Context: an optimization exercise on an open-source flow, tuned for small area and a short achievable clock period. The choices shown serve that exercise and are no tape-out recipe.
Where RTL was checked, it was by simulation tests only, not by an equivalence proof against the original.
Function not checked in runs 4 and 5: the RTL went through the layout flow alone.
The flow treats the clock pin as an ideal source, which a real chip does not have.
Power is estimated from default activity; no workload was simulated.

==> flow/design.v, too long to show whole: its modules and the start of the top module <==
// module inst_decode: 23 lines
// module rd_bit31: 20 lines
// module c_ao8: 7 lines
// module c_ao7: 7 lines
// module rd_bit31f: 15 lines
// module rd_dec: 23 lines
// module rd_bit32: 23 lines
// module rd_bit33: 24 lines
// module tag_regfile: 80 lines
// module st_bit: 14 lines
// module st_word: 16 lines
// module alu_unit: 554 lines
// module mul_benc: 6 lines
// module mul_benc0: 6 lines
// module mul_core: 2357 lines
// module c_inv: 3 lines
// module c_nand2: 3 lines
// module c_nand3: 3 lines
// module c_nand4: 3 lines
// module c_nor2: 3 lines
// module c_or3: 3 lines
// module c_xor2: 3 lines
// module c_xnor2: 3 lines
// module c_o22ai: 3 lines
// module c_aoi222: 3 lines
// module c_mux2i: 3 lines
// module c_fa: 4 lines
// module c_ha: 4 lines
// module c_aoi21: 3 lines
// module c_oai21: 3 lines
// module tomasulo_core: 191 lines
module tomasulo_core (
	input  logic                   clk,
	input  logic                   rst_n,
	input  logic                   inst_valid,    
	input  logic [32-1:0]       inst,
	output logic                   issue_full,    
	output logic                   busy,
	output logic                   cdb_valid,
	output logic [3-1:0]      cdb_tag,
	output logic [32-1:0]       cdb_value,
	input  logic [5-1:0] reg_rd_addr,
	output logic [32-1:0]       reg_rd_data
);
  // ...
==> flow/flow/run.sh <==
#!/bin/bash
# Own layout flow: the standard layout (standard.sh) with three changes:
#  - the port buffers are buf_2 cells instead of the default delay-buffer cells,
#  - clock tree synthesis inserts no dummy loads,
#  - after clock tree synthesis, cells whose paths keep at least DS_MARGIN ns of slack
#    are swapped for smaller cells of the same function (flow/downsize.tcl).
# Each step's output goes to a log file of its own in the work folder.
set -euo pipefail
X=(
	"BUFFER_PORTS_ARGS=-buffer_cell sky130_fd_sc_hd__buf_2"
	"CTS_ARGS=-sink_clustering_enable -repair_clock_nets -sink_clustering_size 24 -sink_clustering_max_diameter 140 -dont_use_dummy_load"
)
bash standard.sh "${X[@]}" cts > make_to_cts.log 2>&1
RESULTS=orfs/results/${FLOW_PLATFORM}/tomasulo_core/base DS_MARGIN=4.95 \
	openroad -no_init -exit flow/downsize.tcl > downsize.log 2>&1
bash standard.sh "${X[@]}" finish > make_finish.log 2>&1
==> flow/flow/downsize.tcl <==
# Swap cells for smaller ones of the same function where the path through the cell keeps
# at least DS_MARGIN ns of setup slack and the worst slack does not get worse.
# Reads and rewrites RESULTS/4_cts.odb (the clock tree synthesis result).
set results $::env(RESULTS)
read_liberty $::env(FLOW_HOME)/platforms/sky130hd/lib/sky130_fd_sc_hd__tt_025C_1v80.lib
read_db $results/4_cts.odb
read_sdc $results/4_cts.sdc
source $::env(FLOW_HOME)/platforms/sky130hd/setRC.tcl
set_propagated_clock [all_clocks]
estimate_parasitics -placement
sta::make_equiv_cells [get_libs *]
set margin $::env(DS_MARGIN)
set wns0 [sta::worst_slack_cmd max]
puts "worst slack [expr {$wns0 * 1e9}] ns, design area [expr {[rsz::design_area] * 1e12}] um2"
set n 0
set tried 0
foreach inst [get_cells *] {
	set lc [get_lib_cells -quiet -of_objects $inst]
	if {$lc eq "" || $lc eq "NULL"} continue
	set name [get_name $lc]
	if {[regexp {edf|clkbuf|clkinv|tap|fill|decap|conb|dly|bufinv} $name]} continue
	if {[regexp {^clk} [get_name $inst]]} continue
	set outs [get_pins -of_objects $inst -filter "direction==output"]
	if {[llength $outs] != 1} continue
	set sl [get_property $outs slack_max]
	if {$sl eq "" || $sl < $margin + 0.05} continue
	set a0 [get_property $lc area]
	set eqs [sta::find_equiv_cells $lc]
	if {$eqs eq "NULL" || $eqs eq ""} continue
	set cands {}
	foreach e $eqs {
		if {$e eq "NULL"} continue
		set en [get_name $e]
		set ea [get_property $e area]
		if {$ea < $a0 - 0.01 && ![regexp {lp|dly|clk} $en]} { lappend cands [list $ea $e] }
	}
	foreach c [lsort -real -index 0 $cands] {
		incr tried
		replace_cell $inst [lindex $c 1]
		set op [get_pins -of_objects $inst -filter "direction==output"]
		set sl2 [get_property $op slack_max]
		set slew [get_property $op slew_max]
		if {$sl2 >= $margin && [sta::worst_slack_cmd max] >= $wns0 - 1e-12 && $slew < 1.0} {
			incr n
			break
		}
		replace_cell $inst $lc
	}
}
puts "downsized $n cells ($tried tries)"
puts "worst slack [expr {[sta::worst_slack_cmd max] * 1e9}] ns, design area [expr {[rsz::design_area] * 1e12}] um2"
write_db $results/4_cts.odb
==> flow/standard.sh <==
#!/bin/bash
# synth_recipe.tcl (not shown) runs the flow's synth.tcl, then flattens the netlist and writes it again
# the make line also repeats each setting of config.mk as NAME=value (left out here)
make -C /OpenROAD-flow-scripts/flow DESIGN_CONFIG=/design/flow/config.mk WORK_HOME=/design/flow/orfs CLKGATE_MAP_FILE= SYNTH_SCRIPT=/design/flow/synth_recipe.tcl "${@:-finish}"
==> flow/config.mk <==
export PLATFORM = sky130hd
export DESIGN_NAME = tomasulo_core
export DESIGN_NICKNAME = tomasulo_core
export VERILOG_FILES = /design/flow/design.v
export SDC_FILE = /design/flow/constraint.sdc
export NUM_CORES = 8
export LEC_CHECK = 0
export CAP_MARGIN = 20
export CELL_PAD_IN_SITES_DETAIL_PLACEMENT = 1
export CELL_PAD_IN_SITES_GLOBAL_PLACEMENT = 2
export CORE_MARGIN = 2
export CORE_UTILIZATION = 35
export CTS_CLUSTER_DIAMETER = 140
export CTS_CLUSTER_SIZE = 24
export PLACE_DENSITY = 0.5
export SETUP_SLACK_MARGIN = 4.85
export SLEW_MARGIN = 20
export SYNTH_HIERARCHICAL = 1
==> flow/constraint.sdc <==
create_clock -name core_clock -period 11.0 [get_ports {clk}]
set_input_delay 2.2000 -clock core_clock [delete_from_list [all_inputs] [get_ports {clk}]]
set_output_delay 2.2000 -clock core_clock [all_outputs]
set_load 0.01 [all_outputs]
==> flow_metrics.py, run 1 <==
metrics = {
    "status": {
        "outcome": "complete, no violations",
    },
    "floorplanning": {
        "chipWidth_um": 480.0,
        "num_rows": 174,
        "die_h_um": 480.0,
        "dieArea_mm2": 0.2304,
    },
    "yosys": {
        "synth_compound_area_share_pct": 22.33,
        "postSynthAreaPerCell_um2": 12.14,
        "synth_xor_area_share_pct": 7.049,
        "yosysTopAreaCell": "edfxtp_1",
        "netlist_area_mm2": 0.07929,
    },
    "grt": {
        "grt-ovfl-total": 0,
        "antenna_found_initial": 36,
        "grt_pass1_vias": 68400,
        "grt_max_degree": 75,
    },
    "setup_path": {
        "cp_top_family": "simple AND/OR/NAND/NOR gates",
        "worstReg2RegStart": "mi[2]$_DFF_P_",
        "worstSetupPathType": "in -> out",
        "critPathBufInv": 4,
        "cp-endpoint": "reg_rd_data[7]",
        "worstPathCellList": "buf_8 -> clkinvlp_4 -> nand3_2 -> nor2_1 -> buf_4 -> a22oi_1 -> nand4_1 -> nor2_4 -> nand2_1 -> buf_2",
    },
    "cells_and_area": {
        "clock_cell_area_share_pct": 2.110,
        "final_cell_mix": "a222oi_1 (1052), edfxtp_1 (1023), xnor2_1 (479)",
    },
    "route": {
        "wl_met2_um": 178600,
        "wl_met1_um": 169600,
    },
    "timing": {
        "rsz0062_at_grt": "yes",
        "period_needed_ns": 6.230,
        "min_period_over_period_pct": 56.63,
    },
    "clocking": {
        "postCtsHoldBufs": 0,
        "clock-sinks": 1486,
    },
    "hold_path": {
        "min_path_cells": 0,
        "hold_end": "mi[2]$_DFF_P_",
    },
    "power": {
        "p_total_mw": 10.39,
        "power_sequential_mw": 6.36,
    },
}
==> module tag_regfile, before the edit <==
module tag_regfile (
	input  logic        clk,
	input  logic        rst_n,
	input  logic [4:0]  rs1,
	input  logic [4:0]  rs2,
	input  logic        imm_sel,
	input  logic [31:0] imm,
	output logic [2:0]  a_tag,
	output logic [31:0] a_val,
	output logic [2:0]  b_tag,
	output logic [31:0] b_val,
	input  logic        rename,
	input  logic [4:0]  rd,
	input  logic [2:0]  rename_tag,
	input  logic        cdb_valid,
	input  logic [2:0]  cdb_tag,
	input  logic [31:0] cdb_value,
	input  logic [4:0]  rd_addr,
	output logic [31:0] rd_data,
	output logic        pending
);
	logic [2:0]  tag [1:31];
	logic [31:0] val [1:31];
	logic [31:1] match, dec1, dec2, decd, decd2, sel1, sel2, sel2m, bsel1, bsel2;
	logic [31:0] wdata;
	logic        byp1, byp2, byp2v;
	assign wdata = cdb_value & {32{rst_n}};
	always_comb begin
		pending = 1'b0;
		for (int i = 1; i < 32; i++) begin
			match[i] = cdb_valid & (tag[i] == cdb_tag);
			dec1[i]  = (rs1 == i[4:0]);
			dec2[i]  = (rs2 == i[4:0]);
			sel1[i]  = dec1[i] & ~match[i];
			sel2[i]  = dec2[i] & ~match[i];
			bsel1[i] = dec1[i] & match[i];
			bsel2[i] = dec2[i] & match[i];
			pending  = pending | (|tag[i]);
		end
	end
	rd_dec u_decd (.a(rd_addr), .y(decd));
	rd_dec u_decd2 (.a(rd_addr), .y(decd2));
	assign byp1 = |bsel1;
	assign byp2 = |bsel2;
	assign byp2v = byp2 & ~imm_sel;
	assign sel2m = sel2 & {31{~imm_sel}};
	genvar b, i;
	generate
		for (b = 0; b < 3; b++) begin : g_tag
			logic [31:1] col;
			for (i = 1; i < 32; i++) begin : g_i
				assign col[i] = tag[i][b];
			end
			rd_bit31 u_ta (.sel(sel1), .d(col), .y(a_tag[b]));
			rd_bit31 u_tb (.sel(sel2m), .d(col), .y(b_tag[b]));
		end
		for (b = 0; b < 32; b++) begin : g_val
			logic [31:1] col;
			for (i = 1; i < 32; i++) begin : g_i
				assign col[i] = val[i][b];
			end
			rd_bit32 u_va (.sel(sel1), .d(col), .xs(byp1), .xd(cdb_value[b]), .y(a_val[b]));
			rd_bit33 u_vb (.sel(sel2m), .d(col), .xs(byp2v), .xd(cdb_value[b]),
			               .ys(imm_sel), .yd(imm[b]), .y(b_val[b]));
			rd_bit31f u_vd (.sel(b < 16 ? decd : decd2), .d(col), .y(rd_data[b]));
		end
	endgenerate
	always_ff @(posedge clk) begin
		for (int i = 1; i < 32; i++) begin
			if (match[i] | ~rst_n)
				val[i] <= wdata;
			if (!rst_n)
				tag[i] <= '0;
			else if (rename && rd == i[4:0])
				tag[i] <= rename_tag;
			else if (match[i])
				tag[i] <= '0;
		end
	end
endmodule
==> module tomasulo_core, before the edit <==
module tomasulo_core (
	input  logic                   clk,
	input  logic                   rst_n,
	input  logic                   inst_valid,    
	input  logic [32-1:0]       inst,
	output logic                   issue_full,    
	output logic                   busy,
	output logic                   cdb_valid,
	output logic [3-1:0]      cdb_tag,
	output logic [32-1:0]       cdb_value,
	input  logic [5-1:0] reg_rd_addr,
	output logic [32-1:0]       reg_rd_data
);
	logic        d_alu, d_mul, d_imm;
	logic [2:0]  d_op;
	logic [2:0]  a_tag, b_tag;
	logic [31:0] a_val, b_val;
	logic        pending;
	logic        issue, alu_issue, mul_issue;
	logic [2:0]  rename_tag;
	inst_decode u_dec (
		.inst(inst), .is_alu(d_alu), .is_mul(d_mul), .use_imm(d_imm), .op(d_op)
	);
	logic [1:0]  a_busy, a_disp, m_busy, m_disp;
	logic [2:0]  a_op  [0:1];
	logic [2:0]  a_at  [0:1];
	logic [2:0]  a_bt  [0:1];
	logic [31:0] a_av  [0:1];
	logic [31:0] a_bv  [0:1];
	logic [2:0]  m_at  [0:1];
	logic [2:0]  m_bt  [0:1];
	logic [31:0] m_av  [0:1];
	logic [31:0] m_bv  [0:1];
	logic a_free, m_free;           
	assign a_free = a_busy[0];
	assign m_free = m_busy[0];
	assign issue_full = (d_alu & (&a_busy)) | (d_mul & (&m_busy));
	assign issue      = inst_valid & ~issue_full & (d_alu | d_mul);
	assign alu_issue  = issue & d_alu;
	assign mul_issue  = issue & d_mul;
	assign rename_tag = d_mul ? {m_free, ~m_free, ~m_free} : {1'b0, a_free, ~a_free};
	tag_regfile u_rf (
		.clk(clk), .rst_n(rst_n), .rs1(inst[19:15]), .rs2(inst[24:20]),
		.imm_sel(d_imm), .imm({{20{inst[31]}}, inst[31:20]}),
		.a_tag(a_tag), .a_val(a_val), .b_tag(b_tag), .b_val(b_val),
		.rename(issue), .rd(inst[11:7]), .rename_tag(rename_tag),
		.cdb_valid(cdb_valid), .cdb_tag(cdb_tag), .cdb_value(cdb_value),
		.rd_addr(reg_rd_addr), .rd_data(reg_rd_data), .pending(pending)
	);
	assign busy = (|a_busy) | (|m_busy) | pending;
	logic [1:0] a_rdy, m_rdy;
	logic       a_req, m_req, a_didx, m_didx;
	logic       res_valid, res_idx, alu_grant;
	logic [2:0] mv;
	logic       mi [1:3];
	always_comb begin
		for (int s = 0; s < 2; s++) begin
			a_rdy[s] = a_busy[s] & ~a_disp[s] & (a_at[s] == 3'd0) & (a_bt[s] == 3'd0);
			m_rdy[s] = m_busy[s] & ~m_disp[s] & (m_at[s] == 3'd0) & (m_bt[s] == 3'd0);
		end
	end
	assign alu_grant = res_valid & ~mv[2];
	assign a_didx    = ~a_rdy[0];
	assign m_didx    = ~m_rdy[0];
	assign a_req     = (|a_rdy) & (~res_valid | alu_grant);
	assign m_req     = |m_rdy;
	always_ff @(posedge clk) begin
		if (!rst_n) begin
			a_busy <= '0; a_disp <= '0;
			m_busy <= '0; m_disp <= '0;
		end else begin
			for (int s = 0; s < 2; s++) begin
				if (cdb_valid && cdb_tag == 3'(1 + s)) begin
					a_busy[s] <= 1'b0; a_disp[s] <= 1'b0;
				end else if (a_req && a_didx == s[0]) begin
					a_disp[s] <= 1'b1;
				end
				if (cdb_valid && cdb_tag == 3'(3 + s)) begin
					m_busy[s] <= 1'b0; m_disp[s] <= 1'b0;
				end else if (m_req && m_didx == s[0]) begin
					m_disp[s] <= 1'b1;
				end
			end
			if (alu_issue) begin
				a_busy[a_free] <= 1'b1; a_disp[a_free] <= 1'b0;
			end
			if (mul_issue) begin
				m_busy[m_free] <= 1'b1; m_disp[m_free] <= 1'b0;
			end
		end
	end
	logic [1:0] a_iss, m_iss, a_capa, a_capb, m_capa, m_capb;
	always_comb begin
		for (int s = 0; s < 2; s++) begin
			a_iss[s]  = alu_issue & (a_free == s[0]);
			m_iss[s]  = mul_issue & (m_free == s[0]);
			a_capa[s] = ~a_iss[s] & cdb_valid & (a_at[s] == cdb_tag);
			a_capb[s] = ~a_iss[s] & cdb_valid & (a_bt[s] == cdb_tag);
			m_capa[s] = ~m_iss[s] & cdb_valid & (m_at[s] == cdb_tag);
			m_capb[s] = ~m_iss[s] & cdb_valid & (m_bt[s] == cdb_tag);
		end
	end
	always_ff @(posedge clk) begin
		for (int s = 0; s < 2; s++) begin
			if (a_iss[s]) begin
				a_op[s] <= d_op; a_at[s] <= a_tag; a_bt[s] <= b_tag;
			end else begin
				if (a_capa[s]) a_at[s] <= '0;
				if (a_capb[s]) a_bt[s] <= '0;
			end
			if (m_iss[s]) begin
				m_at[s] <= a_tag; m_bt[s] <= b_tag;
			end else begin
				if (m_capa[s]) m_at[s] <= '0;
				if (m_capb[s]) m_bt[s] <= '0;
			end
		end
	end
	genvar gs;
	generate
		for (gs = 0; gs < 2; gs++) begin : g_st
			st_word u_aav (.clk(clk), .issue(a_iss[gs]), .x(a_val), .cap(a_capa[gs]), .c(cdb_value),
			               .hold(~a_iss[gs] & ~a_capa[gs]), .q(a_av[gs]));
			st_word u_abv (.clk(clk), .issue(a_iss[gs]), .x(b_val), .cap(a_capb[gs]), .c(cdb_value),
			               .hold(~a_iss[gs] & ~a_capb[gs]), .q(a_bv[gs]));
			st_word u_mav (.clk(clk), .issue(m_iss[gs]), .x(a_val), .cap(m_capa[gs]), .c(cdb_value),
			               .hold(~m_iss[gs] & ~m_capa[gs]), .q(m_av[gs]));
			st_word u_mbv (.clk(clk), .issue(m_iss[gs]), .x(b_val), .cap(m_capb[gs]), .c(cdb_value),
			               .hold(~m_iss[gs] & ~m_capb[gs]), .q(m_bv[gs]));
		end
	endgenerate
	always_ff @(posedge clk) begin
		if (!rst_n)
			res_valid <= 1'b0;
		else if (a_req)
			res_valid <= 1'b1;
		else if (alu_grant)
			res_valid <= 1'b0;
	end
	always_ff @(posedge clk) begin
		if (a_req)
			res_idx <= a_didx;
	end
	logic [31:0] alu_na, alu_nb, alu_y;
	logic [2:0]  alu_nop;
	genvar gi;
	generate
		for (gi = 0; gi < 32; gi++) begin : g_amux
			c_mux2i u_a (.a(a_av[0][gi]), .b(a_av[1][gi]), .s(res_idx), .y(alu_na[gi]));
			c_mux2i u_b (.a(a_bv[0][gi]), .b(a_bv[1][gi]), .s(res_idx), .y(alu_nb[gi]));
		end
		for (gi = 0; gi < 3; gi++) begin : g_omux
			c_mux2i u_o (.a(a_op[0][gi]), .b(a_op[1][gi]), .s(res_idx), .y(alu_nop[gi]));
		end
	endgenerate
	alu_unit u_alu (.nop(alu_nop), .na(alu_na), .nb(alu_nb), .y(alu_y));
	logic [31:0] mul_na, mul_nb, mul_y;
	always_ff @(posedge clk) begin
		if (!rst_n)
			mv <= '0;
		else
			mv <= {mv[1:0], m_req};
	end
	always_ff @(posedge clk) begin
		mi[1] <= m_didx;
		mi[2] <= mi[1];
		mi[3] <= mi[2];
	end
	generate
		for (gi = 0; gi < 32; gi++) begin : g_mmux
			c_mux2i u_a (.a(m_av[0][gi]), .b(m_av[1][gi]), .s(mi[2]), .y(mul_na[gi]));
			c_mux2i u_b (.a(m_bv[0][gi]), .b(m_bv[1][gi]), .s(mi[2]), .y(mul_nb[gi]));
		end
	endgenerate
	mul_core u_mul (.clk(clk), .na(mul_na), .nb(mul_nb), .p(mul_y));
	always_ff @(posedge clk) begin
		if (!rst_n)
			cdb_valid <= 1'b0;
		else
			cdb_valid <= mv[2] | res_valid;
	end
	always_ff @(posedge clk) begin
		if (mv[2]) begin
			cdb_tag   <= {mi[3], ~mi[3], ~mi[3]};
			cdb_value <= mul_y;
		end else begin
			cdb_tag   <= {1'b0, res_idx, ~res_idx};
			cdb_value <= alu_y;
		end
	end
endmodule
==> run 2, diff against run 1 <==
--- a/flow/design.v
+++ b/flow/design.v
@@ -142,6 +142,88 @@
 	c_nand3 u_p2 (.a(n[8]), .b(n[9]), .c(n[10]), .y(p[2]));
 	c_or3   u_y  (.a(p[0]), .b(p[1]), .c(p[2]), .y(y));
 endmodule
+module rf_ctl (
+	input  logic [2:0] t,
+	input  logic [1:0] c,
+	input  logic       b4,
+	input  logic       b123,
+	input  logic       rst_n,
+	input  logic       nrst,
+	input  logic       ren,
+	output logic       m,
+	output logic       nm,
+	output logic       we,
+	output logic       hd
+);
+	logic e1, e0;
+	c_xnor2 u_e1 (.a(t[1]), .b(c[1]), .y(e1));
+	c_xnor2 u_e0 (.a(t[0]), .b(c[0]), .y(e0));
+	c_a32oi u_nm (.a1(b123), .a2(e1), .a3(e0), .b1(b4), .b2(t[2]), .y(nm));
+	c_inv   u_m  (.a(nm), .y(m));
+	c_nand2 u_we (.a(nm), .b(rst_n), .y(we));      
+	c_nor3  u_hd (.a(nrst), .b(ren), .c(m), .y(hd));  
+endmodule
+module rf_tagnext (
+	input  logic       ld,
+	input  logic       hd,
+	input  logic [2:0] nt,
+	input  logic [2:0] t,
+	output logic [2:0] d
+);
+	assign d = ({3{ld}} & nt) | ({3{hd}} & t);
+endmodule
+module rd_dec_m (
+	input  logic [4:0]  a,
+	input  logic        en,
+	input  logic [31:1] m,
+	input  logic [31:1] nm,
+	output logic [31:1] sel,
+	output logic [31:1] bsel
+);
+	logic [4:0] an;
+	logic [3:0] lo_n;
+	logic [7:0] hi_n;
+	genvar k, j;
+	generate
+		for (k = 0; k < 5; k++) begin : g_inv
+			c_inv u (.a(a[k]), .y(an[k]));
+		end
+		for (k = 0; k < 4; k++) begin : g_lo
+			c_nand2 u (.a(k[1] ? a[1] : an[1]), .b(k[0] ? a[0] : an[0]), .y(lo_n[k]));
+		end
+		for (j = 0; j < 8; j++) begin : g_hi
+			c_nand4 u (.a(en), .b(j[2] ? a[4] : an[4]), .c(j[1] ? a[3] : an[3]), .d(j[0] ? a[2] : an[2]), .y(hi_n[j]));
+		end
+		for (k = 1; k < 32; k++) begin : g_y
+			c_nor3 u_s (.a(lo_n[k % 4]), .b(hi_n[k / 4]), .c(m[k]), .y(sel[k]));
+			c_nor3 u_b (.a(lo_n[k % 4]), .b(hi_n[k / 4]), .c(nm[k]), .y(bsel[k]));
+		end
+	endgenerate
+endmodule
+module rd_dec_e (
+	input  logic [4:0]  a,
+	input  logic        en,
+	output logic [31:1] y
+);
+	logic [4:0] an;
+	logic [3:0] lo_n;
+	logic [7:0] hi_n;
+	genvar k, j;
+	generate
+		for (k = 0; k < 5; k++) begin : g_inv
+			c_inv u (.a(a[k]), .y(an[k]));
+		end
+		for (k = 0; k < 4; k++) begin : g_lo
+			c_nand2 u (.a(k[1] ? a[1] : an[1]), .b(k[0] ? a[0] : an[0]), .y(lo_n[k]));
+		end
+		for (j = 0; j < 8; j++) begin : g_hi
+			c_nand4 u (.a(en), .b(j[2] ? a[4] : an[4]), .c(j[1] ? a[3] : an[3]), .d(j[0] ? a[2] : an[2]), .y(hi_n[j]));
+		end
+		for (k = 1; k < 32; k++) begin : g_y
+			c_nor2 u (.a(lo_n[k % 4]), .b(hi_n[k / 4]), .y(y[k]));
+		end
+	endgenerate
+endmodule
 module tag_regfile (
 	input  logic        clk,
 	input  logic        rst_n,
@@ -160,34 +242,34 @@
 	input  logic [2:0]  cdb_tag,
 	input  logic [31:0] cdb_value,
 	input  logic [4:0]  rd_addr,
-	output logic [31:0] rd_data,
-	output logic        pending
+	output logic [31:0] rd_data
 );
 	logic [2:0]  tag [1:31];
 	logic [31:0] val [1:31];
-	logic [31:1] match, dec1, dec2, decd, decd2, sel1, sel2, sel2m, bsel1, bsel2;
+	logic [2:0]  tag_d [1:31];
+	logic [31:1] match, nmatch, we, ld, hd, decd, decd2, sel1, sel2m, bsel1, bsel2;
 	logic [31:0] wdata;
-	logic        byp1, byp2, byp2v;
-	assign wdata = cdb_value & {32{rst_n}};
-	always_comb begin
-		pending = 1'b0;
-		for (int i = 1; i < 32; i++) begin
-			match[i] = cdb_valid & (tag[i] == cdb_tag);
-			dec1[i]  = (rs1 == i[4:0]);
-			dec2[i]  = (rs2 == i[4:0]);
-			sel1[i]  = dec1[i] & ~match[i];
-			sel2[i]  = dec2[i] & ~match[i];
-			bsel1[i] = dec1[i] & match[i];
-			bsel2[i] = dec2[i] & match[i];
-			pending  = pending | (|tag[i]);
+	logic        byp1, byp2v, bus4, bus123;
+	assign wdata  = cdb_value & {32{rst_n}};
+	assign bus4   = cdb_valid & cdb_tag[2];
+	assign bus123 = cdb_valid & ~cdb_tag[2];
+	logic nrst;
+	assign nrst = ~rst_n;
+	rd_dec_e u_ren (.a(rd), .en(rename & rst_n), .y(ld));
+	genvar r;
+	generate
+		for (r = 1; r < 32; r++) begin : g_r
+			rf_ctl u_ctl (.t(tag[r]), .c(cdb_tag[1:0]), .b4(bus4), .b123(bus123), .rst_n(rst_n),
+			              .nrst(nrst), .ren(ld[r]), .m(match[r]), .nm(nmatch[r]), .we(we[r]), .hd(hd[r]));
+			rf_tagnext u_tn (.ld(ld[r]), .hd(hd[r]), .nt(rename_tag), .t(tag[r]), .d(tag_d[r]));
 		end
-	end
+	endgenerate
+	rd_dec_m u_dec1 (.a(rs1), .en(1'b1), .m(match), .nm(nmatch), .sel(sel1), .bsel(bsel1));
+	rd_dec_m u_dec2 (.a(rs2), .en(~imm_sel), .m(match), .nm(nmatch), .sel(sel2m), .bsel(bsel2));
+	assign byp1  = |bsel1;
+	assign byp2v = |bsel2;
 	rd_dec u_decd (.a(rd_addr), .y(decd));
 	rd_dec u_decd2 (.a(rd_addr), .y(decd2));
-	assign byp1 = |bsel1;
-	assign byp2 = |bsel2;
-	assign byp2v = byp2 & ~imm_sel;
-	assign sel2m = sel2 & {31{~imm_sel}};
 	genvar b, i;
 	generate
 		for (b = 0; b < 3; b++) begin : g_tag
@@ -211,14 +293,9 @@
 	endgenerate
 	always_ff @(posedge clk) begin
 		for (int i = 1; i < 32; i++) begin
-			if (match[i] | ~rst_n)
+			if (we[i])
 				val[i] <= wdata;
-			if (!rst_n)
-				tag[i] <= '0;
-			else if (rename && rd == i[4:0])
-				tag[i] <= rename_tag;
-			else if (match[i])
-				tag[i] <= '0;
+			tag[i] <= tag_d[i];
 		end
 	end
 endmodule
@@ -3226,6 +3303,12 @@
 module c_oai21 (input logic a1, input logic a2, input logic b1, output logic y);
 	assign y = ~((a1 | a2) & b1);
 endmodule
+module c_nor3 (input logic a, input logic b, input logic c, output logic y);
+	assign y = ~(a | b | c);
+endmodule
+module c_a32oi (input logic a1, input logic a2, input logic a3, input logic b1, input logic b2, output logic y);
+	assign y = ~((a1 & a2 & a3) | (b1 & b2));
+endmodule
 `timescale 1ns/1ps
 module tomasulo_core (
 	input  logic                   clk,
@@ -3244,7 +3327,6 @@
 	logic [2:0]  d_op;
 	logic [2:0]  a_tag, b_tag;
 	logic [31:0] a_val, b_val;
-	logic        pending;
 	logic        issue, alu_issue, mul_issue;
 	logic [2:0]  rename_tag;
 	inst_decode u_dec (
@@ -3274,9 +3356,9 @@
 		.a_tag(a_tag), .a_val(a_val), .b_tag(b_tag), .b_val(b_val),
 		.rename(issue), .rd(inst[11:7]), .rename_tag(rename_tag),
 		.cdb_valid(cdb_valid), .cdb_tag(cdb_tag), .cdb_value(cdb_value),
-		.rd_addr(reg_rd_addr), .rd_data(reg_rd_data), .pending(pending)
+		.rd_addr(reg_rd_addr), .rd_data(reg_rd_data)
 	);
-	assign busy = (|a_busy) | (|m_busy) | pending;
+	assign busy = (|a_busy) | (|m_busy);
 	logic [1:0] a_rdy, m_rdy;
 	logic       a_req, m_req, a_didx, m_didx;
 	logic       res_valid, res_idx, alu_grant;
--- a/flow/config.mk
+++ b/flow/config.mk
@@ -9,10 +9,10 @@
 export CELL_PAD_IN_SITES_DETAIL_PLACEMENT = 1
 export CELL_PAD_IN_SITES_GLOBAL_PLACEMENT = 2
 export CORE_MARGIN = 2
-export CORE_UTILIZATION = 35
+export CORE_UTILIZATION = 45
 export CTS_CLUSTER_DIAMETER = 140
 export CTS_CLUSTER_SIZE = 24
-export PLACE_DENSITY = 0.5
+export PLACE_DENSITY = 0.58
 export SETUP_SLACK_MARGIN = 4.85
 export SLEW_MARGIN = 20
 export SYNTH_HIERARCHICAL = 1
==> run 2 against run 1 <==
- still clean
- maximum frequency shrank 2.6%
- routed wire length shrank 11%
- combinational power shrank 8.4%
- final area shrank 0.63%
- die area shrank 23%
- register-to-register slack lost 0.20 ns
==> flow_metrics.py, run 2 <==
metrics = {
    "timing": {
        "fin_skew_ns": 0.08049,
        "drv_slew": 0,
        "setup_viol": 0,
        "hold_viol": 0,
        "tightest_slew_ns": 1.192,
        "period_needed_ns": 6.396,
        "rsz0062_at_grt": "yes",
        "setup_tns_ns": 0,
        "clock.fmax_mhz": 156.3,
        "min_period_over_period_pct": 58.15,
        "max_slew_margin_pct": 20.51,
    },
    "route": {
        "vias_per_cell": 7.642,
        "vias": 69480,
        "wl_um": 357700,
        "wl_per_cell_um": 39.34,
        "postRouteAntennaNets": 0,
        "dr.pass1.iters": 14,
        "initialDrtViolationCount": 14710,
        "drc": 0,
    },
    "placed_design": {
        "hpwl_um": 228500,
        "numPortBuffers": 109,
        "place.gp.congestion": 0.9427,
    },
    "yosys": {
        "synth-edff-count": 1023,
        "synth_most_common_cell": "a222oi_1",
        "yosys_most_used_dff": "edfxtp_1",
        "ys_ff_latch": 1486,
        "synth_cell_types": 59,
        "synth_seq_area_share_pct": 51.36,
        "yosysTopAreaCell": "edfxtp_1",
        "netlist_area_mm2": 0.07787,
        "async_flop_share_pct": 0,
        "ys_top_cells_by_count": "a222oi_1 (1052), edfxtp_1 (1023), dfxtp_1 (463), xnor2_1 (450), a22oi_1 (448)",
        "yosys-top-cells-area": "edfxtp_1 (39%), a222oi_1 (14%), dfxtp_1 (12%), xnor2_1 (5.1%), fa_1 (5.0%)",
        "synth_warnings": 31,
        "postSynthAreaPerCell_um2": 12.51,
        "synthesis.instances": 6222,
        "synth_top_area_share_pct": 39.45,
    },
    "hold_path": {
        "min_path_cells": 0,
        "hold_class": "reg -> reg",
        "hold_end": "mi[2]$_DFF_P_",
        "hp-start": "mi[1]$_DFF_P_",
    },
    "setup_path": {
        "cpMaxStageDelayCell": "nand4_1",
        "crit_path_end_kind": "primary output",
        "worstReg2RegStart": "mi[2]$_DFF_P_",
        "cp_max_fo": 7,
        "cp_data_arrival_time_ns": 4.20,
        "worstPathCellList": "buf_12 -> clkinvlp_4 -> nand2_8 -> nor2_4 -> buf_12 -> buf_12 -> a22oi_1 -> nand4_1 -> nor2_2 -> nand2_2 -> buf_6",
        "worstSetupPathType": "in -> out",
        "r2r-end": "u_mul.s_q[30]$_DFF_P_",
        "critical-path-max-stage-delay_ns": 0.36,
        "critPathMostFrequentCell": "buf_12",
        "r2r_cells": 14,
        "startpoint_type": "input pin",
        "crit_required_ns": 8.80,
        "reg2reg_setup_slack_ns": 4.87,
    },
    "cells_and_area": {
        "drive_above_1_share_pct": 12.21,
        "syn2layout_area_growth_pct": 12.02,
        "largest_reg_flops": 992,
        "layout_commonest_cell": "a222oi_1",
        "final_nets": 7047,
        "final_cell_mix": "a222oi_1 (1052), edfxtp_1 (1023), dfxtp_1 (461)",
        "top_register": "u_rf.val",
        "reg_top3": "u_rf.val (992), u_rf.tag (93)",
    },
    "grt": {
        "grt-ovfl-total": 0,
        "grt_max_degree": 59,
        "antenna_found_initial": 6,
        "grt_pass1_vias": 67830,
        "grt_use_total_pct": 38.83,
        "grt_pass1_wl_um": 498900,
    },
    "clocking": {
        "cts_buffers": 72,
        "htreeDepth": 3,
        "cts_tree": "built",
        "clk_pin_slew_ns": 0.10,
        "clk-insertion-delay-late_ns": 0.73,
        "root_buffer": "clkbuf_16",
        "cts_buffer_depth": 3,
        "clock-sinks": 1486,
    },
    "power": {
        "switching_share_pct": 25.85,
        "p_clk_share_pct": 29.7,
        "ir_worst_vdd_uv": 160.7,
        "combPwrFrac_pct": 8.1,
        "p_total_mw": 10.19,
        "p_leak_nw": 32.07,
        "p_switching_mw": 2.633,
        "p_int_mw": 7.554,
        "pwr-share-seq_pct": 62.2,
        "p_per_area_mw_per_mm2": 116.8,
    },
    "floorplanning": {
        "start_util_pct": 45.34,
        "die_h_um": 420.0,
        "num_rows": 152,
        "dieArea_mm2": 0.1764,
        "chipWidth_um": 420.0,
        "core-area_mm2": 0.1717,
        "io_pins": 110,
    },
    "status": {
        "outcome": "complete, no violations",
    },
    "flow_run": {
        "maxCapViolCount": 0,
    },
}
-- run 2: cell types whose count changed after synthesis, moves of 24 or more --
cell | previous run | this run
nor3_2 | 2 | 158
xnor2_2 | 45 | 0
nor3_1 | 27 | 3
inv_1 | 365 | 413
nor3b_1 | 38 | 2
nor2b_1 | 38 | 2
nand2_1 | 411 | 249
a22o_1 | 2 | 96
nor4_1 | 54 | 17
a21boi_0 | 71 | 2
a21boi_1 | 24 | 0
a32oi_1 | 0 | 31
clkbuf_1 | 44 | 5
nand3_1 | 186 | 87
-- run 2: final cells by class --
class,count,area [um^2]
Fill cell,17730,84510
Sequential cell,1486,39990
Multi-Input combinational cell,4301,36630
Timing Repair Buffer,508,4329
Tap cell,2310,2890
Clock buffer,72,1802
Inverter,413,1573
Antenna cell,2,5.005
-- run 2: timing repair --
action	CTS	global route
pin swaps	89	135
endpoints found under the setup margin	74	206
hold buffers	0	0
gates resized for setup	168	201
setup buffers	104	52
gates cloned	6	11
hold endpoints to repair	0	0
-- run 2: cells by family after synthesis --
family,synth area share (%)
AND/OR/NAND/NOR,9.281
buffers and inverters,2.288
multiplexers,2.147
AO/OA/AOI/OAI,23.11
other,0.009645
XOR/XNOR,6.299
flip-flops,51.36
adder cells (fa/ha/maj),5.505
-- run 2: worst max-delay path, delay by kind of cell --
kind                   cells  cell delay [ns]
and+or+nand+nor            5             1.03
buffers and inverters      5             0.77
AOI/OAI and AO/OA          1             0.18
-- run 2: worst max path at each step --
stage | from | endpoint | slack, ns | cells after the start
2_1_floorplan | res_idx$_DFFE_PN_ | cdb_value[24]$_DFF_P_ | 3.38 | 15
3_5_place_dp | inst[6] | g_st[1].u_abv.g[9].u.q$_DFF_P_ | 4.09 | 18
5_1_grt | reg_rd_addr[1] | reg_rd_data[17] | 4.70 | 11
6_report | reg_rd_addr[1] | reg_rd_data[17] | 4.60 | 11
4_1_cts | reg_rd_addr[2] | reg_rd_data[26] | 4.82 | 10
3_3_place_gp | inst[6] | g_st[1].u_abv.g[9].u.q$_DFF_P_ | 4.15 | 18
-- run 2: routing by layer --
layer	share of wire (%)	wire length (um)	vias to the layer above	track usage (%)
met5	0.037	132	-	0
met4	4.3	15450	8	16.18
met3	13	47760	911	10.69
met2	44	158400	5219	59.53
met1	38	136000	35490	51.70
li1	-	-	27850	-
-- run 2: power by group through the flow --
stage / sequential, mW / clock (mW) / combinational [mW]
after floorplan: 6.38 / 0 / 0.328
after global placement: 6.44 / 0 / 0.700
after detailed placement: 6.45 / 0 / 0.709
after CTS: 6.32 / 3.05 / 0.761
after global routing: 6.35 / 3.23 / 0.832
final: 6.34 / 3.02 / 0.823
-- run 2: through the flow --
step / cells / utilization (%) / worst slack [ns] / cell area (um^2) / hold slack (ns)
final: 9092 / 50.79 / 4.604 / 87220 / 0.3545
after global routing: 9090 / 50.79 / 4.703 / 87220 / 0.3517
after CTS: 9024 / 51.27 / 4.819 / 88050 / 0.3541
after detailed placement: 8842 / 48.94 / 4.089 / 84040 / 0.3393
after global placement: 8842 / 48.94 / 4.145 / 84040 / 0.3450
after floorplan: 6229 / - / 3.381 / 78110 / 0.3089
-- run 2: per-module statistics from Yosys, one instance, submodules excluded, excerpt --
module	cells inside	copies in the design
mul_core	64	1
inst_decode	17	1
c_ao7	4	32
alu_unit	3	1
st_bit	1	256
c_mux2i	1	131
c_aoi21	1	81
c_a32oi	1	31
c_nand3	1	54
c_oai21	1	70
c_nor2	1	238
==> run 3, diff against run 2 <==
--- a/flow/config.mk
+++ b/flow/config.mk
@@ -9,10 +9,10 @@
 export CELL_PAD_IN_SITES_DETAIL_PLACEMENT = 1
 export CELL_PAD_IN_SITES_GLOBAL_PLACEMENT = 2
 export CORE_MARGIN = 2
-export CORE_UTILIZATION = 45
+export CORE_UTILIZATION = 35
 export CTS_CLUSTER_DIAMETER = 140
 export CTS_CLUSTER_SIZE = 24
-export PLACE_DENSITY = 0.58
+export PLACE_DENSITY = 0.5
 export SETUP_SLACK_MARGIN = 4.85
 export SLEW_MARGIN = 20
 export SYNTH_HIERARCHICAL = 1
==> run 3 against run 2 <==
- still clean
- final area decreased by 0.79%
- register-to-register slack improved by 0.09 ns
- clock power grew 3%
- clock-buffer cell count up 1
- die area is 28% higher
- cell count rose by 6.9%
- highest routed layer unchanged
==> flow_metrics.py, run 3 <==
metrics = {
    "status": {
        "outcome": "complete, no violations",
    },
    "grt": {
        "grt-ovfl-total": 0,
        "grt_pass1_wl_um": 528400,
        "antenna_found_initial": 23,
        "grt_max_degree": 72,
        "grt_use_total_pct": 32.50,
        "grt_pass1_vias": 67520,
    },
    "route": {
        "wl_um": 384900,
        "initialDrtViolationCount": 13670,
        "drc": 0,
        "vias": 68380,
        "vias_per_cell": 7.033,
        "wl_per_cell_um": 39.58,
        "postRouteAntennaNets": 0,
        "dr.pass1.iters": 13,
    },
    "setup_path": {
        "startpoint_type": "input pin",
        "critical-path-max-stage-delay_ns": 0.35,
        "cp_data_arrival_time_ns": 4.01,
        "cpMaxStageDelayCell": "nor2_4",
        "crit_path_end_kind": "primary output",
        "worstSetupPathType": "in -> out",
        "crit_required_ns": 8.80,
        "cp_max_fo": 8,
        "worstPathCellList": "buf_12 -> inv_4 -> nand2_8 -> nor2_4 -> buf_6 -> buf_8 -> a22oi_2 -> nand4_1 -> nor2_4 -> nand2_2 -> buf_6",
    },
    "yosys": {
        "yosys_most_used_dff": "edfxtp_1",
        "synth_cell_types": 59,
        "ys_top_cells_by_count": "a222oi_1 (1052), edfxtp_1 (1023), dfxtp_1 (463), xnor2_1 (450), a22oi_1 (448)",
        "yosysTopAreaCell": "edfxtp_1",
        "synth_xor_area_share_pct": 6.299,
        "synth-edff-count": 1023,
        "synth-simple-area-share_pct": 9.281,
        "synth_compound_area_share_pct": 23.11,
        "ys_ff_latch": 1486,
        "synth_seq_area_share_pct": 51.36,
        "synthMuxAreaShare_pct": 2.147,
        "yosys.area_share.adder_pct": 5.505,
        "netlist_area_mm2": 0.07787,
        "yosys-top-cells-area": "edfxtp_1 (39%), a222oi_1 (14%), dfxtp_1 (12%), xnor2_1 (5.1%), fa_1 (5.0%)",
        "synth_warnings": 31,
        "synth_top_area_share_pct": 39.45,
        "synth_most_common_cell": "a222oi_1",
        "postSynthAreaPerCell_um2": 12.51,
        "synth_top_family_by_area": "compound AO/OA/AOI/OAI gates",
        "synthesis.instances": 6222,
        "async_flop_share_pct": 0,
    },
    "cells_and_area": {
        "syn2layout_area_growth_pct": 11.14,
        "fillCellCount": 23660,
        "reg_top3": "u_rf.val (992), u_rf.tag (93)",
        "largest_reg_flops": 992,
        "final_cell_mix": "a222oi_1 (1052), edfxtp_1 (1023), dfxtp_1 (460)",
        "final_nets": 7011,
        "layout.cells.non_filler": 9723,
        "fin_area_mm2": 0.08654,
        "layout_commonest_cell": "a222oi_1",
        "top_register": "u_rf.val",
        "drive_above_1_share_pct": 10.42,
    },
    "hold_path": {
        "hold_class": "reg -> reg",
    },
    "flow_run": {
        "maxCapViolCount": 0,
    },
    "timing": {
        "finalWorstSetupSlack_ns": 4.790,
        "clock.fmax_mhz": 161.0,
        "tightest_slew_ns": 1.223,
        "min_period_over_period_pct": 56.46,
        "fin_skew_ns": 0.09233,
        "period_needed_ns": 6.210,
        "setup_tns_ns": 0,
        "max_slew_margin_pct": 18.44,
        "setup_viol": 0,
        "rsz0062_at_grt": "yes",
        "drv_slew": 0,
        "hold_viol": 0,
    },
    "floorplanning": {
        "chipWidth_um": 475.7,
        "start_util_pct": 35.13,
        "die_h_um": 475.7,
        "io_pins": 110,
        "num_rows": 173,
        "core-area_mm2": 0.2217,
        "dieArea_mm2": 0.2263,
    },
    "clocking": {
        "root_buffer": "clkbuf_16",
        "clk_pin_slew_ns": 0.10,
        "clk-insertion-delay-late_ns": 0.77,
        "cts_buffers": 73,
        "postCtsHoldBufs": 0,
        "htreeDepth": 3,
        "cts_buffer_depth": 3,
        "clock-sinks": 1486,
        "cts_tree": "built",
    },
    "placed_design": {
        "place.gp.congestion": 0.8826,
        "numPortBuffers": 109,
        "hpwl_um": 249400,
        "dp_cells": 9557,
        "placed_area_mm2": 0.08530,
        "dp_slack_ns": 4.004,
    },
    "power": {
        "ir_worst_vdd_uv": 127.2,
        "p_leak_nw": 31.64,
        "p_per_area_mw_per_mm2": 118.3,
    },
}
-- run 3: worst paths after layout --
check	startpoint	endpoint	slack (ns)	depth (start not counted)
min reg2reg	mi[1]$_DFF_P_	mi[2]$_DFF_P_	0.36	0
max reg2reg	mi[2]$_DFF_P_	u_mul.s_q[30]$_DFF_P_	4.96	12
max	reg_rd_addr[0]	reg_rd_data[15]	4.79	11
min	mi[1]$_DFF_P_	mi[2]$_DFF_P_	0.36	0
-- run 3: worst max-delay path, delay by kind of cell --
family	cells	cell delay [ns]
simple gates	5	0.92
buf+inv	5	0.67
compound gates	1	0.19
-- run 3: repair_timing --
item	CTS	global route
setup endpoints to repair	142	238
cloned	1	11
setup buffers	38	34
resized for setup	133	175
pin swaps	41	58
-- run 3: routing by layer --
layer | vias up | share of wire [%] | GRT usage, %
li1 | 27750 | - | -
met2 | 4172 | 46 | 51.80
met5 | - | 0.082 | 0.4264
met1 | 35650 | 41 | 44.10
met4 | 10 | 3.8 | 11.49
met3 | 793 | 9.3 | 5.965
-- run 3: metrics by stage --
| step | hold slack (ns) | power (mW) | util [%] |
|---|---|---|---|
| finish | 0.3551 | 10.24 | 39.04 |
| CTS | 0.3539 | 10.28 | 39.73 |
| global placement | 0.3424 | 7.183 | 38.43 |
| detailed placement | 0.3284 | 7.192 | 38.48 |
| floorplan | 0.3089 | 6.712 | - |
| global route | 0.3680 | 10.50 | 39.04 |
-- run 3: cell families (layout without fill, tap and decap cells) --
logic type / after synthesis / count (layout)
other: 2 / 13
XOR/XNOR: 560 / 560
flip-flops: 1486 / 1486
AND/OR/NAND/NOR: 1260 / 1260
multiplexers: 163 / 164
buffers and inverters: 448 / 962
adder cells (fa/ha/maj): 225 / 225
AO/OA/AOI/OAI: 2078 / 2078
-- run 3: per-module statistics from Yosys, one instance, submodules excluded, excerpt --
module | cells inside | times used | flip-flops and latches
tomasulo_core | 271 | 1 | 82
mul_core | 64 | 1 | 63
inst_decode | 17 | 1 | 0
mul_benc | 5 | 15 | 0
alu_unit | 3 | 1 | 0
c_fa | 1 | 196 | 0
c_ha | 1 | 29 | 0
c_nor3 | 1 | 155 | 0
c_aoi222 | 1 | 1020 | 0
c_xor2 | 1 | 104 | 0
c_aoi21 | 1 | 81 | 0
c_nor2 | 1 | 238 | 0
c_nand2 | 1 | 240 | 0
-- run 3: layout make-up --
type                    instances  area, um^2  area share, %
multi-input cells            4296       36080          41.70
well taps                    2975        3722          4.301
diodes                          4       10.01        0.01157
flip-flops and latches       1486       39990          46.22
clock buffers                  73        1827          2.111
inverters                     413        1570          1.815
repair buffers                476        3328          3.846
-- run 3: power breakdown --
| group | total, mW | internal, mW | switching, mW | leakage [nW] |
|---|---|---|---|---|
| Sequential | 6.33 | 6.16 | 0.172 | 14.2 |
| Combinational | 0.802 | 0.193 | 0.609 | 16.5 |
| Clock | 3.10 | 1.19 | 1.91 | 0.900 |
| Total | 10.2 | 7.55 | 2.69 | 31.6 |
==> run 4, diff against run 3 <==
--- a/flow/design.v
+++ b/flow/design.v
@@ -330,6 +330,24 @@
 		end
 	endgenerate
 endmodule
+module st_field #(
+	parameter int W = 3
+) (
+	input  logic         clk,
+	input  logic         issue,
+	input  logic [W-1:0] x,
+	input  logic         hold,
+	output logic [W-1:0] q
+);
+	logic [W-1:0] d;
+	genvar i;
+	generate
+		for (i = 0; i < W; i++) begin : g
+			c_a22o u (.a1(issue), .a2(x[i]), .b1(hold), .b2(q[i]), .y(d[i]));
+		end
+	endgenerate
+	always_ff @(posedge clk) q <= d;
+endmodule
 `timescale 1ns/1ps
 module alu_unit (
 	input  logic [2:0]  nop,
@@ -3309,6 +3327,9 @@
 module c_a32oi (input logic a1, input logic a2, input logic a3, input logic b1, input logic b2, output logic y);
 	assign y = ~((a1 & a2 & a3) | (b1 & b2));
 endmodule
+module c_a22o (input logic a1, input logic a2, input logic b1, input logic b2, output logic y);
+	assign y = (a1 & a2) | (b1 & b2);
+endmodule
 `timescale 1ns/1ps
 module tomasulo_core (
 	input  logic                   clk,
@@ -3411,25 +3432,14 @@
 			m_capb[s] = ~m_iss[s] & cdb_valid & (m_bt[s] == cdb_tag);
 		end
 	end
-	always_ff @(posedge clk) begin
-		for (int s = 0; s < 2; s++) begin
-			if (a_iss[s]) begin
-				a_op[s] <= d_op; a_at[s] <= a_tag; a_bt[s] <= b_tag;
-			end else begin
-				if (a_capa[s]) a_at[s] <= '0;
-				if (a_capb[s]) a_bt[s] <= '0;
-			end
-			if (m_iss[s]) begin
-				m_at[s] <= a_tag; m_bt[s] <= b_tag;
-			end else begin
-				if (m_capa[s]) m_at[s] <= '0;
-				if (m_capb[s]) m_bt[s] <= '0;
-			end
-		end
-	end
 	genvar gs;
 	generate
 		for (gs = 0; gs < 2; gs++) begin : g_st
+			st_field #(.W(3)) u_aop (.clk(clk), .issue(a_iss[gs]), .x(d_op), .hold(~a_iss[gs]), .q(a_op[gs]));
+			st_field #(.W(3)) u_aat (.clk(clk), .issue(a_iss[gs]), .x(a_tag), .hold(~a_iss[gs] & ~a_capa[gs]), .q(a_at[gs]));
+			st_field #(.W(3)) u_abt (.clk(clk), .issue(a_iss[gs]), .x(b_tag), .hold(~a_iss[gs] & ~a_capb[gs]), .q(a_bt[gs]));
+			st_field #(.W(3)) u_mat (.clk(clk), .issue(m_iss[gs]), .x(a_tag), .hold(~m_iss[gs] & ~m_capa[gs]), .q(m_at[gs]));
+			st_field #(.W(3)) u_mbt (.clk(clk), .issue(m_iss[gs]), .x(b_tag), .hold(~m_iss[gs] & ~m_capb[gs]), .q(m_bt[gs]));
 			st_word u_aav (.clk(clk), .issue(a_iss[gs]), .x(a_val), .cap(a_capa[gs]), .c(cdb_value),
 			               .hold(~a_iss[gs] & ~a_capa[gs]), .q(a_av[gs]));
 			st_word u_abv (.clk(clk), .issue(a_iss[gs]), .x(b_val), .cap(a_capb[gs]), .c(cdb_value),
==> run 4 against run 3 <==
- largest power group unchanged
- die area shrank 0.34%
- sequential power about the same
- non-clock buffer count up 51
- hold slack worse by 0.022 ns
- highest routed layer unchanged
- worst setup slack lost 0.065 ns
==> flow_metrics.py, run 4 <==
metrics = {
    "status": {
        "outcome": "complete, no violations",
    },
    "timing": {
        "drv_slew": 0,
        "rsz0062_at_grt": "yes",
        "period_needed_ns": 6.275,
        "max_slew_margin_pct": 19.01,
        "hold_viol": 0,
        "setup_viol": 0,
        "clock.fmax_mhz": 159.4,
        "finalWorstSetupSlack_ns": 4.725,
        "fin_skew_ns": 0.08824,
        "min_period_over_period_pct": 57.05,
        "setup_tns_ns": 0,
        "tightest_slew_ns": 1.215,
    },
    "cells_and_area": {
        "drive_above_1_share_pct": 12.11,
        "final_cell_mix": "a222oi_1 (1052), edfxtp_1 (993), dfxtp_1 (490)",
        "post-route-util_pct": 39.79,
        "largest_reg_flops": 992,
        "fin_area_mm2": 0.08751,
        "final_nets": 7065,
        "top_register": "u_rf.val",
        "layout_commonest_cell": "a222oi_1",
        "syn2layout_area_growth_pct": 12.77,
        "reg_top3": "u_rf.val (992), u_rf.tag (93)",
    },
    "placed_design": {
        "placed_area_mm2": 0.08506,
        "place.gp.congestion": 0.9093,
        "numPortBuffers": 109,
        "hpwl_um": 265100,
        "dp_slack_ns": 3.854,
    },
    "yosys": {
        "ys_top_cells_by_count": "a222oi_1 (1052), edfxtp_1 (993), dfxtp_1 (493), xnor2_1 (450), a22oi_1 (448)",
        "ys_ff_latch": 1486,
        "synth_most_common_cell": "a222oi_1",
        "synth_seq_area_share_pct": 51.14,
        "synthesis.instances": 6218,
        "async_flop_share_pct": 0,
        "synth_warnings": 27,
        "synth-edff-count": 993,
        "yosys-top-cells-area": "edfxtp_1 (38%), a222oi_1 (14%), dfxtp_1 (13%), xnor2_1 (5.1%), fa_1 (5.1%)",
        "yosysTopAreaCell": "edfxtp_1",
        "yosys_most_used_dff": "edfxtp_1",
        "synth_top_area_share_pct": 38.43,
        "postSynthAreaPerCell_um2": 12.48,
        "synth_cell_types": 57,
        "netlist_area_mm2": 0.07760,
    },
    "setup_path": {
        "critPathMostFrequentCell": "buf_12",
        "cp_data_arrival_time_ns": 4.08,
        "worstSetupPathType": "in -> out",
        "worstPathCellList": "buf_12 -> buf_12 -> inv_8 -> nand3_4 -> buf_12 -> nor2_4 -> buf_12 -> a22oi_2 -> nand4_1 -> nor2_4 -> nand2_4 -> buf_6",
        "r2r_cells": 12,
        "cp_max_fo": 8,
        "cpMaxStageDelayCell": "nand4_1",
        "crit_path_end_kind": "primary output",
        "startpoint_type": "input pin",
        "crit_required_ns": 8.80,
        "critical-path-max-stage-delay_ns": 0.32,
    },
    "floorplanning": {
        "core-area_mm2": 0.2199,
        "io_pins": 110,
        "num_rows": 172,
        "dieArea_mm2": 0.2255,
        "die_h_um": 474.9,
        "chipWidth_um": 474.9,
        "start_util_pct": 35.28,
    },
    "hold_path": {
        "hold_class": "reg -> reg",
        "min_path_cells": 0,
    },
    "route": {
        "wl_um": 396000,
        "wl_per_cell_um": 40.56,
        "dr.pass1.iters": 14,
        "drc": 0,
        "initialDrtViolationCount": 13610,
        "postRouteAntennaNets": 0,
        "vias_per_cell": 7.029,
        "vias": 68620,
    },
    "clocking": {
        "root_buffer": "clkbuf_16",
        "cts_buffer_depth": 3,
        "postCtsHoldBufs": 0,
        "cts_tree": "built",
        "clk_pin_slew_ns": 0.11,
        "cts_buffers": 73,
        "clock-sinks": 1486,
        "htreeDepth": 3,
        "clk-insertion-delay-late_ns": 0.77,
    },
    "power": {
        "p_per_area_mw_per_mm2": 117.0,
        "ir_worst_vdd_uv": 109.8,
        "p_leak_nw": 32.15,
        "switching_share_pct": 26.51,
        "combPwrFrac_pct": 8.1,
        "p_clk_share_pct": 30.4,
        "p_int_mw": 7.523,
        "p_switching_mw": 2.714,
        "pwr-share-seq_pct": 61.5,
    },
    "grt": {
        "grt_pass1_vias": 66960,
        "grt_max_degree": 53,
        "grt-ovfl-total": 0,
        "grt_pass1_wl_um": 542500,
        "antenna_found_initial": 20,
        "grt_use_total_pct": 33.63,
    },
    "flow_run": {
        "maxCapViolCount": 0,
    },
}
## run 4: cell types whose count changed in the layout (fill, tap and decap cells not counted), sizes merged, moves of 3 or more
cell	delta
a22o	+30
dfxtp	+30
buf	+36
and2	-24
clkbuf	+13
o21ai	-4
inv	-5
edfxtp	-30
nor2	+3
nor2b	+5
## run 4: metrics by stage
| step | total power [mW] | hold WS (ns) | std cells |
|---|---|---|---|
| 6_report | 10.24 | 0.3332 | 9762 |
| 4_1_cts | 10.26 | 0.3438 | 9682 |
| 2_1_floorplan | 6.667 | 0.3089 | 6225 |
| 3_3_place_gp | 7.148 | 0.3296 | 9546 |
| 3_5_place_dp | 7.160 | 0.3328 | 9548 |
| 5_1_grt | 10.50 | 0.3457 | 9758 |
## run 4: logic make-up (layout without fill, tap and decap cells)
logic type / after synthesis / in the layout / synth area share, %
AO/OA/AOI/OAI: 2102 / 2103 / 23.48
XOR/XNOR: 560 / 560 / 6.321
adder cells (fa/ha/maj): 225 / 225 / 5.524
buffers and inverters: 442 / 1010 / 2.256
flip-flops: 1486 / 1486 / 51.14
multiplexers: 163 / 164 / 2.154
other: 2 / 15 / 0.009678
AND/OR/NAND/NOR: 1238 / 1241 / 9.113
## run 4: area by class of cell
class | count | area (um^2)
Timing Repair Buffer | 527 | 4135
Multi-Input combinational cell | 4302 | 36580
Fill cell | 23370 | 132400
Tap cell | 2958 | 3701
Sequential cell | 1486 | 39690
Inverter | 410 | 1564
Antenna cell | 6 | 15.01
Clock buffer | 73 | 1827
## run 4: timing repair
action                                 CTS  global route
buffers inserted                        55            52
endpoints found under the hold margin    0             0
resized for setup                      211           337
setup endpoints to repair              189           226
pin swaps                               66           168
cloned                                   6            15
## run 4: final timing paths
path,startpoint,endpoint,slack (ns)
worst min-delay path,mi[1]$_DFF_P_,mi[2]$_DFF_P_,0.33
worst max register to register,cdb_valid$_SDFF_PN0_,g_st[1].u_mav.g[27].u.q$_DFF_P_,4.94
worst max-delay path,reg_rd_addr[2],reg_rd_data[11],4.72
worst min register to register,mi[1]$_DFF_P_,mi[2]$_DFF_P_,0.33
## run 4: worst max-delay path, delay by kind of cell
family                 cells  cell delay [ns]
and+or+nand+nor            5             0.96
AOI/OAI and AO/OA          1             0.18
buffers and inverters      6             0.71
## run 4: power by group through the flow
stage	Combinational (mW)	Sequential (mW)	Clock [mW]
after floorplan	0.315	6.35	0
after global placement	0.744	6.40	0
after detailed placement	0.752	6.41	0
after CTS	0.796	6.28	3.18
after global routing	0.846	6.31	3.34
final	0.830	6.30	3.11
## run 4: per-module statistics from Yosys, one instance, submodules excluded, excerpt
module         area (um^2)  flip-flops and latches
tomasulo_core         2238                      52
c_ao7                30.03                       0
c_xor2               8.758                       0
st_bit               20.02                       1
c_nor3               10.01                       0
alu_unit             22.52                       0
c_o22ai              6.256                       0
c_ao8                36.28                       0
mul_benc             37.54                       0
c_ha                 12.51                       0
mul_core              1265                      63
c_inv                3.754                       0
## run 4: metal layers
layer  up-vias  global-route usage [%]  wire length [um]
li1      27910                       -                 -
met5         -                       0                51
met2      4184                   51.96            175800
met3       642                   7.834             40440
met1     35870                   46.16            165200
met4         6                   11.40             14460
==> run 5, diff against run 4 <==
--- a/flow/config.mk
+++ b/flow/config.mk
@@ -9,10 +9,10 @@
 export CELL_PAD_IN_SITES_DETAIL_PLACEMENT = 1
 export CELL_PAD_IN_SITES_GLOBAL_PLACEMENT = 2
 export CORE_MARGIN = 2
-export CORE_UTILIZATION = 35
+export CORE_UTILIZATION = 45
 export CTS_CLUSTER_DIAMETER = 140
 export CTS_CLUSTER_SIZE = 24
-export PLACE_DENSITY = 0.5
+export PLACE_DENSITY = 0.58
 export SETUP_SLACK_MARGIN = 4.85
 export SLEW_MARGIN = 20
 export SYNTH_HIERARCHICAL = 1
==> run 5 against run 4 <==
- global-route usage up 5.1 points
- hold slack better by 0.019 ns
- routed wire length down 10%
- maximum frequency down 0.22%
- synthesized area unchanged
- synthesized cell count unchanged
- largest cell class unchanged
- largest power group unchanged
- highest routed layer unchanged
==> flow_metrics.py, run 5 <==
metrics = {
    "route": {
        "top_layer_used": "met5",
        "dr.pass1.iters": 12,
        "vias_per_cell": 7.607,
        "wl_met2_um": 159900,
        "routed-wl-met3_um": 46310,
        "initialDrtViolationCount": 14870,
        "wl_per_cell_um": 39.12,
        "drc": 0,
        "postRouteAntennaNets": 0,
        "wl_um": 354900,
        "wl_met1_um": 133300,
        "vias": 69000,
    },
    "timing": {
        "tightest_slew_ns": 1.196,
        "max_slew_margin_pct": 20.23,
        "hold_viol": 0,
        "min_period_over_period_pct": 57.17,
        "setup_tns_ns": 0,
        "period_needed_ns": 6.289,
        "setup_viol": 0,
        "drv_slew": 0,
        "clock.fmax_mhz": 159.0,
        "rsz0062_at_grt": "yes",
        "fin_skew_ns": 0.1365,
    },
    "setup_path": {
        "crit_path_end_kind": "primary output",
        "cp_max_fo": 8,
        "critical_path.startpoint": "reg_rd_addr[2]",
        "cp_data_arrival_time_ns": 4.09,
        "cp-endpoint": "reg_rd_data[11]",
        "r2r-end": "g_st[0].u_aav.g[21].u.q$_DFF_P_",
        "r2r_cells": 13,
        "worstSetupPathType": "in -> out",
        "worstReg2RegStart": "cdb_tag[2]$_SDFF_PN0_",
        "crit_required_ns": 8.80,
        "reg2reg_setup_slack_ns": 4.87,
        "startpoint_type": "input pin",
    },
    "clocking": {
        "cts_buffer_depth": 3,
        "root_buffer": "clkbuf_16",
        "clk_pin_slew_ns": 0.10,
        "clock-sinks": 1486,
        "cts_tree": "built",
        "htreeDepth": 3,
        "clk-insertion-delay-late_ns": 0.77,
        "cts_buffers": 72,
    },
    "yosys": {
        "synth_most_common_cell": "a222oi_1",
        "yosys-top-cells-area": "edfxtp_1 (38%), a222oi_1 (14%), dfxtp_1 (13%), xnor2_1 (5.1%), fa_1 (5.1%)",
        "ys_top_cells_by_count": "a222oi_1 (1052), edfxtp_1 (993), dfxtp_1 (493), xnor2_1 (450), a22oi_1 (448)",
        "postSynthAreaPerCell_um2": 12.48,
        "synth-edff-count": 993,
        "yosys_most_used_dff": "edfxtp_1",
        "yosysTopAreaCell": "edfxtp_1",
        "synth_warnings": 27,
        "async_flop_share_pct": 0,
        "synth_seq_area_share_pct": 51.14,
        "synth_cell_types": 57,
        "ys_ff_latch": 1486,
        "netlist_area_mm2": 0.07760,
        "synth_top_area_share_pct": 38.43,
        "synthesis.instances": 6218,
    },
    "grt": {
        "grt_use_total_pct": 38.72,
        "grt_max_degree": 63,
        "antenna_found_initial": 11,
        "grt-ovfl-total": 0,
        "grt_pass1_vias": 67830,
        "grt_pass1_wl_um": 496200,
    },
    "cells_and_area": {
        "syn2layout_area_growth_pct": 11.59,
        "layout_commonest_cell": "a222oi_1",
        "reg_top3": "u_rf.val (992), u_rf.tag (93)",
        "top_register": "u_rf.val",
        "final_cell_mix": "a222oi_1 (1052), edfxtp_1 (993), dfxtp_1 (491)",
        "largest_reg_flops": 992,
        "drive_above_1_share_pct": 11.93,
        "layout.cells.non_filler": 9071,
        "final_nets": 7025,
    },
    "power": {
        "p_switching_mw": 2.585,
        "p_leak_nw": 31.90,
        "p_per_area_mw_per_mm2": 116.6,
        "switching_share_pct": 25.61,
        "pwr-share-seq_pct": 62.4,
        "combPwrFrac_pct": 7.8,
        "p_int_mw": 7.508,
        "p_clk_share_pct": 29.8,
        "ir_worst_vdd_uv": 145.7,
    },
    "floorplanning": {
        "chipWidth_um": 419.3,
        "io_pins": 110,
        "dieArea_mm2": 0.1758,
        "core-area_mm2": 0.1715,
        "num_rows": 152,
        "start_util_pct": 45.24,
        "die_h_um": 419.3,
    },
    "placed_design": {
        "dp_cells": 8859,
        "place.gp.congestion": 0.9723,
        "hpwl_um": 229800,
        "numPortBuffers": 109,
    },
    "status": {
        "outcome": "complete, no violations",
    },
    "flow_run": {
        "maxCapViolCount": 0,
    },
    "hold_path": {
        "hold_class": "reg -> reg",
    },
}
## run 5: worst min-delay path by stage
stage                   from             to  slack [ns]  cells after the start
2_1_floorplan  mi[1]$_DFF_P_  mi[2]$_DFF_P_        0.31                      0
3_3_place_gp   mi[1]$_DFF_P_  mi[2]$_DFF_P_        0.34                      0
3_5_place_dp   mi[1]$_DFF_P_  mi[2]$_DFF_P_        0.34                      0
4_1_cts        mi[1]$_DFF_P_  mi[2]$_DFF_P_        0.36                      0
5_1_grt        mi[1]$_DFF_P_  mi[2]$_DFF_P_        0.36                      0
6_report       mi[1]$_DFF_P_  mi[2]$_DFF_P_        0.35                      0
## run 5: power by group through the flow
| stage | sequential (mW) | clock, mW | combinational, mW |
|---|---|---|---|
| 6_report | 6.30 | 3.01 | 0.790 |
| 5_1_grt | 6.31 | 3.21 | 0.800 |
| 4_1_cts | 6.28 | 3.04 | 0.751 |
| 3_5_place_dp | 6.41 | 0 | 0.693 |
| 3_3_place_gp | 6.40 | 0 | 0.681 |
| 2_1_floorplan | 6.35 | 0 | 0.315 |
## run 5: cell families (layout without fill, tap and decap cells)
family                     count (synthesis)  after routing  synth area share (%)
muxes                                    163            163                 2.154
xor gates and xnor gates                 560            560                 6.321
buffers and inverters                    442            973                 2.256
AOI/OAI and AO/OA                       2102           2102                 23.48
other                                      2             12              0.009678
adders and majority gates                225            225                 5.524
and+or+nand+nor                         1238           1240                 9.113
DFF                                     1486           1486                 51.14
## run 5: cell type report
cell class	instances	area [um^2]
Fill cell	17760	84950
Sequential cell	1486	39690
Multi-Input combinational cell	4299	36600
Timing Repair Buffer	491	4036
Tap cell	2310	2890
Clock buffer	72	1802
Inverter	410	1562
Antenna cell	3	7.507
## run 5: what timing repair did
item | CTS | global route
resized for setup | 199 | 192
pin swaps | 93 | 129
hold buffers | 0 | 0
endpoints found under the setup margin | 90 | 283
gates cloned | 4 | 5
setup buffers | 93 | 30
## run 5: per-layer routing
layer | vias up | track usage (%)
met5 | - | 0.05557
met4 | 6 | 16.52
met3 | 926 | 10.77
met2 | 5158 | 60.44
met1 | 35110 | 50.41
li1 | 27800 | -
## run 5: Yosys stat by module (local to each module, per instance), a selection
module | cells | flip-flops and latches | copies in the design
c_fa | 1 | 0 | 196
mul_benc0 | 3 | 0 | 1
c_o22ai | 1 | 0 | 256
mul_core | 64 | 63 | 1
c_aoi222 | 1 | 0 | 1020
c_aoi21 | 1 | 0 | 81
c_nor3 | 1 | 0 | 155
c_nand3 | 1 | 0 | 54
c_mux2i | 1 | 0 | 131
st_bit | 1 | 1 | 256
c_xor2 | 1 | 0 | 104
c_ao7 | 4 | 0 | 32
c_nor2 | 1 | 0 | 238
c_inv | 1 | 0 | 398
c_or3 | 1 | 0 | 70
tag_regfile | 1146 | 1085 | 1
## run 5: per-stage QoR
stage / util [%] / power, mW / hold slack (ns) / area (um^2) / setup WS [ns]
detailed placement: 48.97 / 7.100 / 0.3351 / 84000 / 4.040
CTS: 51.26 / 10.07 / 0.3552 / 87940 / 4.829
finish: 50.48 / 10.09 / 0.3523 / 86590 / 4.711
global placement: 48.94 / 7.081 / 0.3362 / 83950 / 4.142
floorplan: - / 6.667 / 0.3089 / 77860 / 3.381
global route: 50.47 / 10.32 / 0.3564 / 86590 / 4.751
## run 5: critical path, stage by stage
cell        delay, ns
buf_12           0.09
clkinvlp_4       0.11
buf_12           0.15
nand3_4          0.14
nor2_4           0.09
buf_6            0.18
a22oi_2          0.21
nand4_1          0.33
nor2_4           0.30
nand2_1          0.11
buf_2            0.15

re-timing with driven ports:
In the flow no input, the clock included, has a driving cell. The finished layouts below were timed again as built, in two steps. Step 1 assumes that a clkbuf_16 drives the clock port and a buf_2 every other input. Step 2 moves the port delays by t, midway between the first and last clock arrival at a register: inputs arrive t later, outputs are due t later. That takes back most of the time a late clock gives input paths. a / b / c = ideal / step 1 / step 2; a / b = the first two.
| run | t, ns | setup WS [ns] | worst setup path at the end | clock arrival spread, ns |
|---|---|---|---|---|
| run 1 | 0.820 | 4.770 / 4.574 / 4.171 | input to register | 0.161 / 0.161 |
| run 2 | 0.783 | 4.604 / 4.541 / 4.368 | input to register | 0.083 / 0.084 |
| run 3 | 0.811 | 4.790 / 4.598 / 4.268 | input to register | 0.093 / 0.092 |
| run 4 | 0.817 | 4.725 / 4.548 / 4.126 | input to register | 0.089 / 0.090 |
| run 5 | 0.788 | 4.711 / 4.562 / 4.167 | input to register | 0.137 / 0.137 |
After both steps setup and hold are still met in every run listed.
